Context: an optimization exercise on an open-source flow, tuned for small area, a short achievable clock period and few clock cycles per item. The choices shown serve that exercise and are no tape-out recipe. In this exercise RTL edits were held to simulation tests only and were not proved equivalent to the original.

==> flow/design.v <==
`default_nettype none
package dct_pkg;
    typedef logic signed [7:0]  sample_t;     
    typedef logic signed [15:0] word_t;       
    typedef logic        [8:0]  coeff_t;      
    typedef logic        [2:0]  coeff_sel_t;
    typedef logic        [4:0]  spad_addr_t;  
    typedef logic        [5:0]  step_t;
    typedef logic        [2:0]  bin_t;        
    typedef struct packed {
        logic       wr_from_mul;   
        logic       wr_en;
        logic       wr_out;        
        spad_addr_t wr_addr;
        coeff_sel_t coeff_sel;
        logic       op2_from_mul;
        logic       op1_from_mul;
        logic       neg_op2;
        logic       neg_op1;
        logic       latch_op1;
        logic       rd_spad;       
        spad_addr_t rd_addr;
    } ucode_t;
    typedef struct packed {
        logic  valid;
        bin_t  index;
        word_t data;
    } result_t;
endpackage
`default_nettype wire
`default_nettype none
module loeffler_dct_8 (
    input  wire logic    clock,
    input  wire logic    nreset,
    input  wire dct_pkg::sample_t fetch_data,
    output dct_pkg::bin_t         fetch_addr,
    output dct_pkg::result_t      result,
    output logic         frame_done
);
    localparam int T = 11;           
    localparam int OFF1  = 1;        
    localparam int OFF2  = 6;        
    localparam int OFF3M = 8;        
    localparam int OFF3  = 9;        
    localparam int OFF4  = 12;       
    localparam int OFFO  = 13;       
    logic [3:0] ph;                  
    logic       run;                 
    wire  [3:0] nph = (nreset || ph == 4'(T - 1)) ? 4'd0 : ph + 4'd1;
    always_ff @(posedge clock) begin
        ph <= nph;
        if (nreset)
            run <= 1'b0;
        else if (ph == 4'(T - 1))
            run <= 1'b1;
    end
    assign frame_done = (ph == 4'(T - 1));
    always_comb begin
        case (ph)
            4'd0:    fetch_addr = 3'd0;
            4'd1:    fetch_addr = 3'd3;
            4'd2:    fetch_addr = 3'd1;
            4'd3:    fetch_addr = 3'd2;
            4'd4:    fetch_addr = 3'd7;
            4'd5:    fetch_addr = 3'd4;
            4'd6:    fetch_addr = 3'd6;
            default: fetch_addr = 3'd5;
        endcase
    end
    localparam logic [3:0] TT  = 4'(T);
    localparam logic [3:0] O1  = 4'(OFF1 % T);
    localparam logic [3:0] O2  = 4'(OFF2 % T);
    localparam logic [3:0] O3M = 4'(OFF3M % T);
    localparam logic [3:0] O3  = 4'(OFF3 % T);
    localparam logic [3:0] O4  = 4'(OFF4 % T);
    localparam logic [3:0] OO  = 4'(OFFO % T);
    wire [3:0] q1  = (nph >= O1)  ? nph - O1  : nph + (TT - O1);
    wire [3:0] q2  = (nph >= O2)  ? nph - O2  : nph + (TT - O2);
    wire [3:0] q3m = (nph >= O3M) ? nph - O3M : nph + (TT - O3M);
    wire [3:0] q3  = (nph >= O3)  ? nph - O3  : nph + (TT - O3);
    wire [3:0] q4  = (nph >= O4)  ? nph - O4  : nph + (TT - O4);
    wire [3:0] qo  = (ph >= OO)  ? ph - OO  : ph + (TT - OO);
    logic sec1, ga2, gb2, sec2, swp2, g91, gr3, sec3, w3ld, w3rd, sec4, id4, m4;
    always_ff @(posedge clock) begin
        sec1  <= (q1[3:2] == 2'b01);             
        ga2   <= (q2[3:1] == 3'b010);            
        gb2   <= (q2[3:1] == 3'b011);            
        sec2  <= !q2[3] && q2[0];
        swp2  <= (q2 == 4'd5);
        g91   <= (q3m == 4'd0) || (q3m == 4'd2);
        gr3   <= (q3m == 4'd1) || (q3m == 4'd3);
        sec3  <= !q3[3] && q3[1];
        w3ld  <= (q3 == 4'd1);
        w3rd  <= (q3 == 4'd3);
        sec4  <= !q4[3] && q4[0];
        id4   <= (q4 == 4'd4) || (q4 == 4'd5);
        m4    <= (q4 == 4'd6) || (q4 == 4'd7);
    end
    wire  signed [7:0] xr = fetch_data;
    logic signed [8:0] f1 [4];
    logic signed [8:0] r1;
    wire signed [8:0] fa1 = f1[3];
    wire signed [8:0] a1 = fa1 + xr;
    wire signed [8:0] b1 = fa1 - xr;
    always_ff @(posedge clock) begin
        f1[3] <= f1[2];
        f1[2] <= f1[1];
        f1[1] <= f1[0];
        f1[0] <= sec1 ? b1 : 9'(xr);
        r1    <= sec1 ? a1 : fa1;
    end
    wire signed [8:0] v2 = r1;
    wire gi2 = !(ga2 || gb2);
    logic signed [9:0] f2;
    logic signed [9:0] w2;
    logic signed [9:0] r2;
    wire signed [18:0] w2v = 19'(v2);
    wire signed [18:0] a2_full =
          (w2v <<< 8)
        - (ga2 ? (w2v <<< 5) : 19'sd0)
        - (ga2 ? (w2v <<< 3) : gb2 ? (w2v <<< 2) : 19'sd0)
        - (ga2 ? (w2v <<< 1) : 19'sd0)
        - (gi2 ? 19'sd0 : w2v)
        - (sec2 ? (19'(w2) <<< 8) : 19'sd0);
    wire signed [18:0] b2_full =
          (sec2 ? (19'(f2) <<< 8) : 19'sd0)
        - (gi2 ? (w2v <<< 8) : ga2 ? (w2v <<< 7) : (w2v <<< 5))
        - (ga2 ? (w2v <<< 3) : gb2 ? (w2v <<< 4) : 19'sd0)
        - (ga2 ? (w2v <<< 2) : 19'sd0)
        - (gi2 ? 19'sd0 : (w2v <<< 1))
        + 19'sd255;
    wire signed [9:0] a2 = a2_full[17:8];
    wire signed [9:0] b2 = b2_full[17:8];
    always_ff @(posedge clock) begin
        f2 <= (sec2 && !swp2) ? b2 : a2;
        if (!sec2) w2 <= b2;
        r2 <= sec2 ? (swp2 ? b2 : a2) : f2;
    end
    wire signed [9:0] v3 = r2;
    wire gi3 = !(g91 || gr3);
    wire signed [19:0] w3v = 20'(v3);
    wire signed [19:0] c91 = g91 ? 20'sd2 : 20'sd0;
    wire signed [19:0] pa3_full =
          (gi3 ? (w3v <<< 8) : (w3v <<< 7))
        + (g91 ? ~(w3v <<< 5) : gr3 ? (w3v <<< 4) : 20'sd0)
        - (gi3 ? 20'sd0 : (w3v <<< 2))
        - (gi3 ? 20'sd0 : w3v)
        + (g91 ? 20'sd1 : 20'sd0);
    wire signed [19:0] pb3_full =
          (g91 ? (w3v <<< 7) : (w3v <<< 8))
        + (gr3 ? (w3v <<< 6) : g91 ? ~(w3v <<< 5) : 20'sd0)
        + (gr3 ? (w3v <<< 4) : g91 ? ~(w3v <<< 2) : 20'sd0)
        - (gr3 ? (w3v <<< 1) : g91 ? w3v : 20'sd0)
        + c91;
    logic signed [9:0]  pa3;
    logic signed [10:0] pb3;
    always_ff @(posedge clock) begin
        pa3 <= pa3_full[17:8];
        pb3 <= pb3_full[18:8];
    end
    logic signed [10:0] f3 [2];
    logic signed [10:0] w3;
    logic signed [10:0] r3;
    wire signed [10:0] fa3 = f3[1];
    wire signed [10:0] pb3f = w3rd ? w3 : fa3;
    wire signed [10:0] a3 = pa3 + pb3f;
    wire signed [10:0] b3 = fa3 - pb3;
    always_ff @(posedge clock) begin
        f3[1] <= f3[0];
        f3[0] <= sec3 ? b3 : 11'(pa3);
        if (w3ld) w3 <= pb3;
        r3 <= sec3 ? a3 : fa3;
    end
    wire signed [10:0] v4 = r3;
    wire signed [19:0] w4v = 20'(v4);
    wire signed [19:0] k362 = (w4v <<< 8) + (w4v <<< 6) + (w4v <<< 5) + (w4v <<< 3) + (w4v <<< 1);
    wire signed [11:0] pa4 = m4 ? 12'(k362[19:8]) : 12'(v4);
    logic signed [11:0] f4;
    logic signed [11:0] r4;
    wire signed [11:0] a4 = f4 + v4;
    wire signed [11:0] b4 = f4 - v4;
    always_ff @(posedge clock) begin
        if (!sec4)
            f4 <= pa4;
        else if (id4)
            f4 <= b4;
        if (!sec4)
            r4 <= f4;
        else if (id4)
            r4 <= a4;
        else
            r4 <= pa4;
    end
    logic       rvalid;
    logic [2:0] ridx;
    always_ff @(posedge clock) begin
        rvalid <= run && !qo[3] && !nreset;
        case (qo[2:0])
            3'd0:    ridx <= 3'd2;
            3'd1:    ridx <= 3'd0;
            3'd2:    ridx <= 3'd6;
            3'd3:    ridx <= 3'd4;
            3'd4:    ridx <= 3'd1;
            3'd5:    ridx <= 3'd7;
            3'd6:    ridx <= 3'd5;
            default: ridx <= 3'd3;
        endcase
    end
    assign result.valid = rvalid;
    assign result.index = ridx;
    assign result.data  = 16'(r4);
endmodule
`default_nettype wire
==> flow/run.sh <==
#!/bin/bash
# synth_recipe.tcl (not shown) runs the flow's synth.tcl, then flattens the netlist and writes it again
# the make line also repeats each setting of config.mk as NAME=value (left out here)
make -C /OpenROAD-flow-scripts/flow DESIGN_CONFIG=/design/flow/config.mk WORK_HOME=/design/flow/orfs CLKGATE_MAP_FILE= SYNTH_SCRIPT=/design/flow/synth_recipe.tcl finish
==> flow/config.mk <==
export PLATFORM = sky130hd
export DESIGN_NAME = loeffler_dct_8
export DESIGN_NICKNAME = loeffler_dct_8
export VERILOG_FILES = /design/flow/design.v
export SDC_FILE = /design/flow/constraint.sdc
export NUM_CORES = 4
export LEC_CHECK = 0
export ABC_CLOCK_PERIOD_IN_PS = 4000
export CAP_MARGIN = 20
export CORE_MARGIN = 2
export CORE_UTILIZATION = 40
export SETUP_SLACK_MARGIN = 4.5
export SLEW_MARGIN = 20
==> flow/constraint.sdc <==
create_clock -name core_clock -period 8.5 [get_ports {clock}]
set_input_delay 1.7000 -clock core_clock [delete_from_list [all_inputs] [get_ports {clock}]]
set_output_delay 1.7000 -clock core_clock [all_outputs]
set_load 0.01 [all_outputs]
==> notes.md, run 1 <==
Worst setup path:
- The critical path in this run is classified as reg2reg.
- The number of cells traversed by the worst register-to-register path is 19.
- STA classifies the critical path startpoint as a flop.
- STA puts the critical path data required time at 8.88 ns.
- The setup slack of the worst register-to-register path is 4.01 ns.
- In this run the critical register-to-register path is launched from ga2.
- Data on the critical path arrives at its endpoint at 4.87 ns.
- Along the worst path, the maximum fanout reaches 7.
- STA classifies the critical path endpoint as a flop.
- The largest single stage delay on the critical path is 0.53 ns.
- Traced cell by cell, the critical path runs through buf_8 -> nand2_2 -> inv_2 -> fa_1 -> inv_2 -> fa_1 -> inv_1 -> fa_1 -> inv_1 -> ha_2 -> or2_4 -> o22a_1 -> o211ai_2 -> a31oi_4 -> o21a_2 -> o41ai_2 -> xnor2_1 -> or2_0 -> a31oi_1.
- On the critical path, the stage with the largest delay is an instance of sky130_fd_sc_hd__fa_1.
- The destination of the worst register-to-register timing path is r2[9].
- Among the stages of the critical path, the cell type that occurs most often is sky130_fd_sc_hd__fa_1.

Routing:
- The average routed wire per standard cell is 14.9 microns.
- The violation count after the first detailed-routing iteration is 489.
- In the routed design, unresolved DRC markers number 0.
- The post-detailed-route count of antenna-violating nets is 0.
- The via total after detailed routing is 12100.
- The aggregate routed wire length is 36.1 mm.
- Dividing the detail-routed via count by the number of cells gives 5.01.
- The first detailed-routing pass ran for 5 iterations.

Hold path:
- The startpoint identified for the worst hold timing path is f3[0][9].
- The path with the worst hold slack has its endpoint at f3[1][9].
- The type of the most critical hold path is reg2reg.
- The worst hold path passes through 0 cells.

Clocking:
- Clock-pin slew was measured on the worst setup and hold paths at 0.08 ns.
- The number of clock sinks is 186.
- The clock tree from TritonCTS is yes.
- Counting along the longest clock path gives a buffer depth of 2.
- In this run the clock root is driven by a sky130_fd_sc_hd__clkbuf_16.
- In this run the number of H-tree levels came out at 4.
- The clock latency reported for the late side of the worst-skew pair is 0.45 ns.
- The number of buffers created by CTS is 17.

Floorplan:
- The total die area is 0.0430 sq mm.
- After floorplanning, the core was sized to cover 0.0408 sq mm.
- For this configuration, the core starts out at a cell density of 40.5%.
- The width of the chip is 207 microns.
- The floorplan has 74 rows.
- From bottom edge to top edge, the die measures 207 microns.
- The number of top-level pins is 34.

STA:
- Setup repair after global routing could not meet its margin everywhere.
- Setup violations remaining at the end of the flow were counted as 0.
- The slew of the pin with the lowest slew margin is 1.13 ns.
- The worst pin sits at a relative slew slack of 24.2%.
- The count of endpoints failing hold in the final timing report is 0.
- Setup slack on the critical path of the routed design comes to 4.01 ns.
- For the final routed database, the setup TNS stands at 0 ns.
- The minimum clock period after layout is 4.49 ns.
- The total count of max-transition violations in the final report was 0.
- After layout, the worst path uses 52.8% of the clock period.
- Derived from the worst setup path, the maximum achievable clock frequency is 0.223 GHz.
- The final clock skew is 0.0135 ns.

Logic synthesis:
- For this run, asynchronously set or reset flops after synthesis account for 0%.
- The number of nets produced by synthesis is 2163.
- The number of enable flip-flop cells after synthesis is 33.
- The count of different cell masters after synthesis is 81.
- The most used flip-flop cell after synthesis is sky130_fd_sc_hd__dfxtp_1.
- Dividing the synthesized area by the synthesized cell count gives 9.17 sq um.
- Summing the sequential cell areas from Yosys gives 24.5% of the chip area.
- The flip-flop and latch count after synthesis is 186.
- During synthesis, Yosys emitted a total of 3 warnings.
- Summing every instance area after synthesis gives 0.0165 sq mm.
- In the synthesized netlist, the number of instances is 1805.

Global route:
- The total global-route track usage is 17.2%.
- The first global-routing pass estimated 60.8 mm of wire.
- The number of global-route vias before repair is 12500.
- For this run the aggregate overflow at the end of global routing stands at 0.
- The number of antenna violations at the first check in global routing is 0.
- The pin count of the biggest net entering global routing is 39.

Final layout:
- Counting the fill cells in the layout gives 3814.
- The utilization of the core after routing is 47.6%.
- The share of post-route cells with drive strength above 1 is 17.0%.
- The multi-input logic area is 0.0120 sq mm.
- The register area is 0.00410 sq mm.
- The area growth from synthesis to layout is 17.4%.
- The number of diodes is 0.
- The number of nets in the layout is 2231.

Placed design:
- The post-DP HPWL is 27.6 mm.
- The number of buffer cells added on primary ports is 33.
- The minimum setup slack after placement is 3.54 ns.
- The last weighted congestion value of the routability-driven placer is 0.895.

Status:
- The flow ran to the end and the layout has no timing, DRC or antenna violations.

Job:
- Max-cap violations in this run came to 0.
==> routing by layer <==
| layer | vias up | global-route usage (%) | wire length, microns |
|---|---|---|---|
| met4 | 0 | 6.06 | 880 |
| met1 | 5840 | 22.6 | 16900 |
| met5 | - | 0 | 0 |
| met3 | 44 | 2.69 | 1050 |
| met2 | 193 | 28.9 | 17300 |
| li1 | 6039 | - | - |
==> placed cells by master, fill, tap and decap left out, drive strengths merged, types with 4 or more instances in the layout <==
cell type / instances
xnor2: 80
xor2: 22
edfxtp: 33
o21bai: 13
and2: 28
a21boi: 12
or3: 10
clkdlybuf4s50: 33
a211oi: 4
mux2: 34
inv: 299
dfxtp: 153
o21ai: 80
nand3: 15
nand2b: 20
nand3b: 5
clkbuf: 22
or2: 14
clkinv: 9
a31oi: 12
nand2: 150
o31ai: 10
fa: 144
nor3: 30
buf: 67
a21o: 14
a21oi: 103
nor2b: 24
ha: 204
a211o: 9
o21a: 25
nor2: 110
and3: 6
mux2i: 45
==> flip-flops by register name, summed over array words and instances (netlist names), 3 cells and up <==
signal	cells
w2	10
r4	12
f1	36
ridx	3
w3	11
f4	12
f3	22
f2	10
r3	11
pb3	11
pa3	10
r1	9
ph	4
r2	10
==> through the flow <==
stage	std cells	hold WS, ns	instance area [sq um]
after floorplan	1805	0.310	16900
after detailed placement	2323	0.312	17700
after global placement	2323	0.310	17700
after global routing	2418	0.333	19400
final	2418	0.320	19400
after CTS	2402	0.324	19000
==> worst max-delay path: cells and delay by family (launching register included) <==
kind	cells	cell delay [ns]
adders and majority gates	4	1.76
AOI/OAI and AO/OA	6	1.14
and+or+nand+nor	3	0.59
buffers and inverters	5	0.39
DFF	1	0.38
xor gates and xnor gates	1	0.14
==> layout make-up <==
| class | instances | share of cell area (%) |
|---|---|---|
| clock buffer | 21 | 2.54 |
| clock inverter | 11 | 0.541 |
| inverter | 300 | 5.98 |
| multi-input combinational | 1267 | 61.6 |
| sequential | 186 | 21.1 |
| tap | 532 | 3.43 |
| timing repair buffer | 101 | 4.78 |
==> repair_timing <==
item,in CTS,in global routing
hold buffers,0,0
endpoints found under the setup margin,61,57
setup buffers,46,15
pin swaps,68,63
gates resized for setup,89,97
cloned,1,1
==> cell usage after synthesis (6+ instances only) <==
cell	instances	area share, %
sky130_fd_sc_hd__fa_1	144	17
sky130_fd_sc_hd__a21o_1	14	0.64
sky130_fd_sc_hd__dfxtp_1	153	19
sky130_fd_sc_hd__edfxtp_1	33	6.0
sky130_fd_sc_hd__ha_1	204	15
sky130_fd_sc_hd__or3_1	9	0.34
sky130_fd_sc_hd__or2_2	13	0.49
sky130_fd_sc_hd__and2_1	28	1.1
sky130_fd_sc_hd__and3_1	6	0.23
sky130_fd_sc_hd__nor2b_1	23	0.87
sky130_fd_sc_hd__a211o_1	9	0.48
sky130_fd_sc_hd__o21bai_1	13	0.59
sky130_fd_sc_hd__xor2_1	21	1.1
sky130_fd_sc_hd__mux2i_1	45	2.7
sky130_fd_sc_hd__nor3_1	30	0.91
sky130_fd_sc_hd__buf_4	6	0.27
sky130_fd_sc_hd__nand2_1	150	3.4
sky130_fd_sc_hd__mux2_2	34	2.3
sky130_fd_sc_hd__nor2_1	108	2.4
sky130_fd_sc_hd__nand3_1	15	0.45
sky130_fd_sc_hd__o21a_1	24	1.1
sky130_fd_sc_hd__inv_1	296	6.7
sky130_fd_sc_hd__o31ai_1	10	0.45
sky130_fd_sc_hd__a31oi_1	10	0.38
sky130_fd_sc_hd__a21oi_1	101	3.1
sky130_fd_sc_hd__o21ai_0	79	2.4
sky130_fd_sc_hd__xnor2_1	80	4.2
sky130_fd_sc_hd__nand2b_1	20	0.76
sky130_fd_sc_hd__clkbuf_1	39	0.88
sky130_fd_sc_hd__a21boi_0	12	0.54
==> worst max path at each step <==
stage / from / to
2_1_floorplan: gb2 / r2[8]
3_3_place_gp: ga2 / r2[8]
3_5_place_dp: ga2 / r2[8]
4_1_cts: ga2 / r2[8]
5_1_grt: ga2 / r2[9]
6_report: ga2 / r2[9]
==> logic make-up (layout without fill, tap and decap cells) <==
family,Yosys count,in the layout,synth area share (%)
buf+inv,353,433,8.23
flops,186,186,24.5
fa+ha+maj,348,348,32.8
mux,79,79,5.04
simple gates,424,425,12.0
other cells,1,1,0.0227
xor+xnor,102,102,5.44
compound gates,312,312,11.9
Testbench counts, summed over its fixed seeds: cycles 4,312, frames 384.
==> inputs of run 2 (changes only) <==
--- a/flow/config.mk
+++ b/flow/config.mk
@@ -7,6 +7,5 @@
 export LEC_CHECK = 0
-export ABC_CLOCK_PERIOD_IN_PS = 4000
 export CAP_MARGIN = 20
 export CORE_MARGIN = 2
-export CORE_UTILIZATION = 40
+export CORE_UTILIZATION = 70
 export SETUP_SLACK_MARGIN = 4.5
==> notes.md, run 2 <==
Logic synthesis:
- The synthesis warning total is 3 (unchanged).
- The sequential fraction of the synthesis area is 24.5% (unchanged).
- The post-synthesis area per instance is 9.17 sq um (unchanged).
- The count of different cell masters after synthesis is 81 (unchanged).
- In the synthesized netlist the dominant register cell turns out to be sky130_fd_sc_hd__dfxtp_1.
- The area fraction of the dominant cell type after synthesis was 18.5% (unchanged).
- The number of nets produced by synthesis is 2163 (unchanged).
- The number of enable flip-flop cells after synthesis was 33 (unchanged).
- The share of flip-flops with an asynchronous set or reset after synthesis is 0% (unchanged).
- The biggest area contributor in the post-synthesis netlist is sky130_fd_sc_hd__dfxtp_1.
- The gate count after technology mapping was 1805 (unchanged).
- The synthesized cell area is 0.0165 sq mm (unchanged).
- By count the netlist is led by sky130_fd_sc_hd__inv_1 (296), sky130_fd_sc_hd__ha_1 (204), sky130_fd_sc_hd__dfxtp_1 (153).
- The most used standard cell by instance count after synthesis is sky130_fd_sc_hd__inv_1.
- The flip-flop and latch count after synthesis came to 186 (unchanged).
- In the post-synthesis netlist, the biggest area contributors are sky130_fd_sc_hd__dfxtp_1 (19%), sky130_fd_sc_hd__fa_1 (17%), sky130_fd_sc_hd__ha_1 (15%).

STA:
- The final clock skew came to 0.0195 ns (+0.00592 ns).
- The share of the clock period used by the worst path after layout is 53.6% (+0.85 points).
- The achievable clock frequency came to 0.219 GHz (-1.6%).
- The slew of the pin with the lowest slew margin is 1.08 ns (-0.0563 ns).
- The normalized max-slew margin is 28.1% (+3.9 points).
- The minimum clock period after layout came to 4.56 ns (+0.0718 ns).
- The total count of max-transition violations in the final report is 0 (unchanged).
- The number of failing setup endpoints in the final timing report is 0 (unchanged).
- The sum of negative setup slack is 0 ns (unchanged).
- The worst hold-check slack came to 0.316 ns (-0.00428 ns).
- The post-layout worst setup margin came to 3.94 ns (-0.0718 ns).
- Setup repair after global routing could not meet its margin everywhere.
- The count of endpoints failing hold in the final timing report came to 0 (unchanged).

Worst setup path:
- The setup slack of the worst register-to-register path is 3.94 ns (-0.07 ns).
- The most numerous cell type found on the critical path is sky130_fd_sc_hd__fa_1.
- STA classifies the critical path startpoint as a flop.
- The type of the worst setup path is reg2reg.
- The cell type group with the largest total delay on the critical path is adder cells.
- The worst reg2reg path startpoint is ga2.
- The number of buffers and inverters on the critical path came to 4 (-1).
- The number of stages on the worst setup path is 19 (unchanged).
- The slowest cell on the critical path is sky130_fd_sc_hd__fa_1.
- The worst endpoint data arrival time is 4.94 ns (+0.07 ns).
- The destination of the worst register-to-register timing path is r2[8].
- The critical path capture point is r2[8].
- The delay of the slowest critical-path stage came to 0.50 ns (-0.03 ns).
- Traced cell by cell, the critical path runs through buf_8 -> nor2b_4 -> and2_4 -> or2_4 -> fa_1 -> inv_1 -> fa_1 -> inv_1 -> fa_1 -> inv_2 -> ha_4 -> and2_4 -> o21ai_4 -> a31oi_4 -> o21a_4 -> o21a_1 -> o21a_1 -> or3_4 -> a21oi_2.
- The number of cells traversed by the worst register-to-register path is 19 (unchanged).
- The maximum net fanout on the critical path is 7 (unchanged).
- The required time of the worst setup path is 8.88 ns (about the same).
- STA classifies the critical path endpoint as a flop.
- The first element of the critical path is ga2.

Final layout:
- The library cells used most frequently in the layout, excluding fill and tap cells, are sky130_fd_sc_hd__inv_1 (270), sky130_fd_sc_hd__ha_1 (183), sky130_fd_sc_hd__fa_1 (142).
- The number of nets in the layout was 2236 (+0.22%).
- The share of post-route cells with drive strength above 1 was 17.0% (about the same).
- The largest registers in the layout are f1: 36 flops, f3: 22 flops.
- The flip-flop count of the largest register after layout came to 36 (unchanged).
- The most frequent standard cell in the layout excluding fill and tap cells is sky130_fd_sc_hd__inv_1.
- The register with the most flip-flops in the final layout is f1.
- The number of diodes is 0 (unchanged).
- Compared with the post-synthesis result, the final layout area differs by 16.4%.

Placed design:
- The number of buffer cells added on primary ports is 33 (unchanged).
- The post-DP HPWL is 28.1 mm (+1.9%).
- The last weighted congestion value of the routability-driven placer was 0.928 (+3.8%).
- The minimum setup slack after placement came to 3.58 ns (+0.0385 ns).

Floorplan:
- The width of the chip is 158 microns (-24%).
- The initial core utilization was 70.9% (+30 points).
- The overall die height is 158 microns (-24%).
- The number of standard-cell rows in the floorplan is 56 (-24%).
- The total die area is 0.0249 sq mm (-42%).
- The number of top-level pins is 34 (unchanged).
- The placeable core region is 0.0233 sq mm (-43%).

Clocking:
- The maximum level of the CTS H-tree was 4 (unchanged).
- The number of buffers on the longest clock path is 2 (unchanged).
- The number of buffers created by CTS is 17 (unchanged).
- The clock latency reported for the late side of the worst-skew pair is 0.45 ns (about the same).
- The clock tree from TritonCTS is yes.
- The CTS clock-pin slew for the worst setup and hold paths is 0.09 ns (about the same).
- The quantity of hold-fixing buffers added after cts is 0 (unchanged).
- The number of clock sinks is 186 (unchanged).
- The tree is rooted in a sky130_fd_sc_hd__clkbuf_16.

Global route:
- The met2 layer usage reported by global route came to 55.6% (+27 points).
- In this run the most used layer during global routing was met2.
- The pin count of the biggest net entering global routing is 40 (+2.6%).
- The routing usage on met1 was 40.6% (+18 points).
- The global-route wire length before repair is 62.0 mm (+2.0%).
- The met3 demand-to-capacity share in global routing came to 4.60% (+1.9 points).
- The total global-route track usage is 31.5% (+14 points).
- The number of antenna violations at the first check in global routing was 0 (unchanged).
- The number of global-route vias before repair is 12700 (+1.6%).
- The global route total overflow is 0 (unchanged).

Status:
- The run finished with no timing, DRC or antenna violations.

Hold path:
- The path class of the tightest hold or removal check is reg2reg.

Routing:
- The aggregate routed wire length was 39.3 mm (+8.8%).
- The number of vias per cell after detailed routing is 5.75 (+15%).
- The violation count after the first detailed-routing iteration is 1081 (+120%).
- The number of optimization iterations in the first detailed-route pass is 7 (+2).
- The average routed wire per standard cell is 17.8 microns (+19%).
- The post-detailed-route count of antenna-violating nets is 0 (unchanged).
- The number of design rule violations left after detail routing is 0 (unchanged).
- The via total after detailed routing is 12700 (+4.9%).

Job:
- The number of maximum-capacitance violations came to 0 (unchanged).
==> run 2: cell counts after synthesis <==
No cell type changed its count.
==> run 2: logic make-up (layout without fill, tap and decap cells) <==
logic type	Yosys count	count (layout)	share of synthesized area (%)
mux	79	79	5.04
other cells	1	1	0.0227
flops	186	186	24.5
fa+ha+maj	348	348	32.8
buf+inv	353	438	8.23
xor+xnor	102	102	5.44
compound gates	312	312	11.9
simple gates	424	425	12.0
==> run 2: metrics by stage <==
stage	utilization [%]	std cells	cell area (sq um)
final	82.5	2210	19300
after global routing	82.5	2210	19300
after CTS	80.0	2184	18700
after detailed placement	74.5	2106	17400
after global placement	74.5	2106	17400
after floorplan	-	1805	16900
==> run 2: cell type report <==
class | count | area, sq um
sequential | 186 | 4110
clock inverter | 15 | 214
clock buffer | 17 | 425
inverter | 300 | 1170
multi-input combinational | 1267 | 12000
tap | 319 | 399
timing repair buffer | 106 | 981
fill | 1393 | 4080
==> run 2: worst min path at each step <==
stage,start,to,slack [ns],cells after the start
2_1_floorplan,f1[0][0],f1[1][0],0.31,0
3_3_place_gp,f3[0][9],f3[1][9],0.31,0
3_5_place_dp,f1[2][2],f1[3][2],0.31,0
4_1_cts,f1[2][2],f1[3][2],0.32,0
5_1_grt,f1[2][2],f1[3][2],0.32,0
6_report,f1[2][2],f1[3][2],0.32,0
==> run 2: metal layers <==
metal	share of wire [%]	up-vias
met1	43	6216
met2	50	369
met4	2.6	0
met3	4.7	77
li1	-	6047
met5	0	-
==> run 2: worst reg2reg max path, delay by kind of cell (launching register included) <==
kind / cells / cell delay, ns
adder cells (fa/ha/maj): 4 / 1.68
AO/OA/AOI/OAI: 6 / 1.11
AND/OR/NAND/NOR: 5 / 1.00
flip-flops: 1 / 0.41
buffers and inverters: 4 / 0.30
==> run 2: repair_timing <==
action                     4_1_cts  5_1_grt
resized for setup               94       91
pin swaps                       74       63
gates cloned                     1        1
setup endpoints to repair       61       65
setup buffers                   45       25
==> inputs of run 3 (changes only) <==
==> flow/flow/run.sh (new file) <==
#!/bin/bash
# The standard layout (standard.sh), with ORFS's adder cell mapping
# (ADDER_MAP_FILE, the extract_fa step) switched off, so that abc maps the
# adders together with the rest of the logic. Everything else, synthesis
# included, is the standard flow. The whole output goes to standard.log.
set -o pipefail
export ADDER_MAP_FILE=
bash standard.sh > standard.log 2>&1
==> flow/standard.sh (new file) <==
#!/bin/bash
# synth_recipe.tcl (not shown) runs the flow's synth.tcl, then flattens the netlist and writes it again
# the make line also repeats each setting of config.mk as NAME=value (left out here)
make -C /OpenROAD-flow-scripts/flow DESIGN_CONFIG=/design/flow/config.mk WORK_HOME=/design/flow/orfs CLKGATE_MAP_FILE= SYNTH_SCRIPT=/design/flow/synth_recipe.tcl "${@:-finish}"
--- a/flow/config.mk
+++ b/flow/config.mk
@@ -9,3 +9,3 @@
 export CORE_MARGIN = 2
-export CORE_UTILIZATION = 70
+export CORE_UTILIZATION = 55
 export SETUP_SLACK_MARGIN = 4.5
removed: flow/run.sh
==> notes.md, run 3 <==
Final layout:
- The share of post-route cells with drive strength above 1 is 21.1% (+4.1 points).
- The number of nets in the layout was 2291 (+2.5%).
- The most frequent standard cell in the layout excluding fill and tap cells is sky130_fd_sc_hd__nand2_1.
- The flip-flop count of the largest register after layout is 36 (unchanged).
- The layout overhead on the synthesized area is 21.3%.
- The largest registers in the layout are f1: 36 flops, f3: 22 flops.
- The number of diodes is 0 (unchanged).
- The register containing the most flip-flops in the final layout is f1.
- The utilization of the core after routing is 67.2% (-15 points).
- In the layout the commonest cells are sky130_fd_sc_hd__nand2_1 (227), sky130_fd_sc_hd__xnor2_1 (224), sky130_fd_sc_hd__nor2_1 (181).

Floorplan:
- The placeable core region is 0.0303 sq mm (+30%).
- The total die area came to 0.0320 sq mm (+29%).
- The number of top-level pins is 34 (unchanged).
- The number of standard-cell rows in the floorplan is 64 (+14%).
- The overall die height is 179 microns (+13%).
- The initial core utilization is 55.4% (-16 points).
- The width of the chip is 179 microns (+13%).

STA:
- The number of failing setup endpoints in the final timing report is 0 (unchanged).
- Setup repair after global routing could not meet its margin everywhere.
- The count of endpoints failing hold in the final timing report is 0 (unchanged).
- The achievable clock frequency is 0.238 GHz (+8.7%).
- The total count of max-transition violations in the final report is 0 (unchanged).
- The normalized max-slew margin is 30.1% (+2.0 points).
- The final clock skew is 0.0197 ns (+0.000243 ns).
- The share of the clock period used by the worst path after layout came to 49.3% (-4.3 points).
- The sum of negative setup slack came to 0 ns (unchanged).
- The slew of the pin with the lowest slew margin came to 1.05 ns (-0.0295 ns).
- The minimum clock period after layout was 4.19 ns (-0.364 ns).

Logic synthesis:
- The synthesis warning total is 3 (unchanged).
- Ranked by instance count, the synthesized netlist is headed by sky130_fd_sc_hd__xnor2_1 (246), sky130_fd_sc_hd__nand2_1 (234), sky130_fd_sc_hd__nor2_1 (189).
- The post-synthesis area per instance was 7.57 sq um (-17%).
- The flip-flop cell with the highest count after synthesis is sky130_fd_sc_hd__dfxtp_1.
- Ranked by total cell area, the synthesized netlist is headed by sky130_fd_sc_hd__dfxtp_1 (18%), sky130_fd_sc_hd__xnor2_1 (13%), sky130_fd_sc_hd__edfxtp_1 (5.9%).
- The flip-flop and latch count after synthesis is 186 (unchanged).
- The area fraction of the dominant cell type after synthesis came to 18.2% (-0.29 points).
- The synthesized cell area is 0.0168 sq mm (+1.6%).
- The number of nets produced by synthesis came to 2231 (+3.1%).
- The gate count after technology mapping was 2221 (+23%).
- The sequential fraction of the synthesis area came to 24.1% (-0.38 points).
- The share of flip-flops with an asynchronous set or reset after synthesis is 0% (unchanged).
- The top cell type by total area after synthesis is sky130_fd_sc_hd__dfxtp_1.
- The most common cell in the synthesized netlist is sky130_fd_sc_hd__xnor2_1.
- The number of enable flip-flop cells after synthesis is 33 (unchanged).
- The count of different cell masters after synthesis is 83 (+2.5%).

Routing:
- The via total after detailed routing is 16600 (+30%).
- The number of design rule violations left after detail routing was 0 (unchanged).
- The post-detailed-route count of antenna-violating nets is 0 (unchanged).
- The aggregate routed wire length is 50.7 mm (+29%).
- The violation count after the first detailed-routing iteration is 1603 (+48%).
- The average routed wire per standard cell was 18.9 microns (+6.1%).
- The number of optimization iterations in the first detailed-route pass is 6 (-1).
- The number of vias per cell after detailed routing is 6.16 (+7.1%).

Worst setup path:
- For this design, the slowest cell found on the critical path is sky130_fd_sc_hd__edfxtp_1.
- The sort of element at the end of the critical path is a flop.
- The critical path goes through and2_4 -> maj3_2 -> maj3_2 -> maj3_2 -> maj3_2 -> maj3_2 -> maj3_2 -> maj3_2 -> maj3_2 -> maj3_2 -> buf_4 -> nor3_2 -> nor2_1 -> o22a_1 -> o21ai_2.
- Counting stages on the worst path, the most repeated cell is sky130_fd_sc_hd__maj3_2.
- The setup slack of the worst register-to-register path is 4.31 ns (+0.36 ns).
- The required time of the worst setup path is 8.86 ns (-0.02 ns).
- The worst endpoint data arrival time came to 4.55 ns (-0.39 ns).
- The delay of the slowest critical-path stage is 0.39 ns (-0.11 ns).
- The maximum net fanout on the critical path came to 5 (-2).
- The launching element type of the critical path is a flop.
- The worst setup path is of the reg2reg kind.

Placed design:
- The last weighted congestion value of the routability-driven placer was 0.886 (-4.6%).
- The post-DP HPWL is 32.4 mm (+15%).
- The number of buffer cells added on primary ports is 33 (unchanged).

Clocking:
- The clock latency reported for the late side of the worst-skew pair is 0.46 ns (about the same).
- The number of buffers on the longest clock path is 2 (unchanged).
- The maximum level of the CTS H-tree was 4 (unchanged).
- The clock tree from TritonCTS is yes.
- The tree is rooted in a sky130_fd_sc_hd__clkbuf_16.
- The number of buffers created by CTS is 17 (unchanged).
- The quantity of hold-fixing buffers added after cts was 0 (unchanged).
- The number of clock sinks is 186 (unchanged).
- The CTS clock-pin slew for the worst setup and hold paths came to 0.08 ns (about the same).

Global route:
- The total global-route track usage came to 30.1% (-1.4 points).
- The global route total overflow is 0 (unchanged).
- The number of global-route vias before repair was 14600 (+16%).
- The pin count of the biggest net entering global routing is 58 (+45%).
- The global-route wire length before repair is 77.1 mm (+24%).
- The number of antenna violations at the first check in global routing came to 2 (+2).

Status:
- The run finished with no timing, DRC or antenna violations.

Hold path:
- The worst hold path belongs to the class reg2reg.

Job:
- The number of maximum-capacitance violations was 0 (unchanged).
-- run 3: changes by cell type after synthesis, sizes merged, moves of 79 or more --
cell / change
nor2: +79
fa: -144
nand2: +84
inv: -226
xnor2: +167
ha: -204
maj3: +84
-- run 3: final timing paths --
kind                 start  endpoint  cells past startpoint
hold / removal    f1[1][6]  f1[2][6]                      0
setup reg to reg     f4[0]    r4[11]                     15
hold reg to reg   f1[1][6]  f1[2][6]                      0
setup / recovery     f4[0]    r4[11]                     15
-- run 3: timing repair --
item | in CTS | in global routing
gates cloned | 6 | 4
hold endpoints to repair | 0 | 0
resized for setup | 188 | 159
buffers inserted | 67 | 69
endpoints found under the setup margin | 62 | 45
pin swaps | 44 | 60
-- run 3: metal layers --
layer,track usage (%),share of wire [%]
met1,43.8,46
met2,45.4,44
met3,5.05,8.2
met4,8.64,1.9
met5,0,0
-- run 3: logic make-up after synthesis --
kind of cell,count (synthesis),synth area share (%)
flip-flops,186,24.1
multiplexers,46,2.85
adder cells (fa/ha/maj),84,5.07
XOR/XNOR,346,19.3
buffers and inverters,243,5.68
AND/OR/NAND/NOR,708,19.7
AO/OA/AOI/OAI,608,23.3
-- run 3: through the flow --
stage          hold slack (ns)  instance area (sq um)  worst slack, ns  std cells
5_1_grt                  0.331                  20400             4.15       2690
2_1_floorplan            0.310                  16900             4.32       2221
3_3_place_gp             0.310                  17200             3.54       2512
6_report                 0.328                  20400             4.31       2690
3_5_place_dp             0.312                  17200             3.35       2512
4_1_cts                  0.327                  19100             4.30       2617
-- run 3: worst max-delay path, delay by kind of cell (launching register included) --
family | cells | cell delay, ns
AOI/OAI and AO/OA | 2 | 0.29
adders and majority gates | 9 | 2.94
DFF | 1 | 0.39
and+or+nand+nor | 3 | 0.30
buffers and inverters | 1 | 0.16
-- run 3: final cells by class --
type	instances	area [sq um]
multi-input combinational	1792	12900
fill	2557	9950
sequential	186	4140
timing repair buffer	201	1990
tap	396	495
clock buffer	20	437
inverter	82	347
clock inverter	12	106
timing repair inverter	1	7.51

-- port drivers added, routing unchanged --
The results above use ideal ports. As a check the final layouts listed here were re-extracted and re-timed, cells and wires unchanged. Step 1 assumes that a clkbuf_16 drives the clock port and a buf_2 every other input. Step 2 times the ports against the registers' clock, not the clock port: input delays grow and output delays shrink by t, the midpoint of the rising clock arrivals with the driver on. Slacks: ideal ports / drivers / drivers and shift; pairs: ideal ports / drivers.
| run | shift t [ns] | slack for setup (ns) | hold WS [ns] | clock arrival spread, ns | pins driven straight from the clock port |
|---|---|---|---|---|---|
| run 1 | 0.497 | 4.013 / 4.013 / 4.013 | 0.320 / 0.320 / 0.320 | 0.014 / 0.013 | 1 |
| run 2 | 0.491 | 3.941 / 3.941 / 3.941 | 0.316 / 0.316 / 0.316 | 0.019 / 0.019 | 1 |
| run 3 | 0.502 | 4.306 / 4.306 / 4.081 | 0.328 / 0.328 / 0.328 | 0.020 / 0.020 | 1 |
After both steps every run listed still meets setup and hold. The setup slack of run 3, which loses most, moves by 0.000 ns with the drivers and by -0.225 ns with both steps.
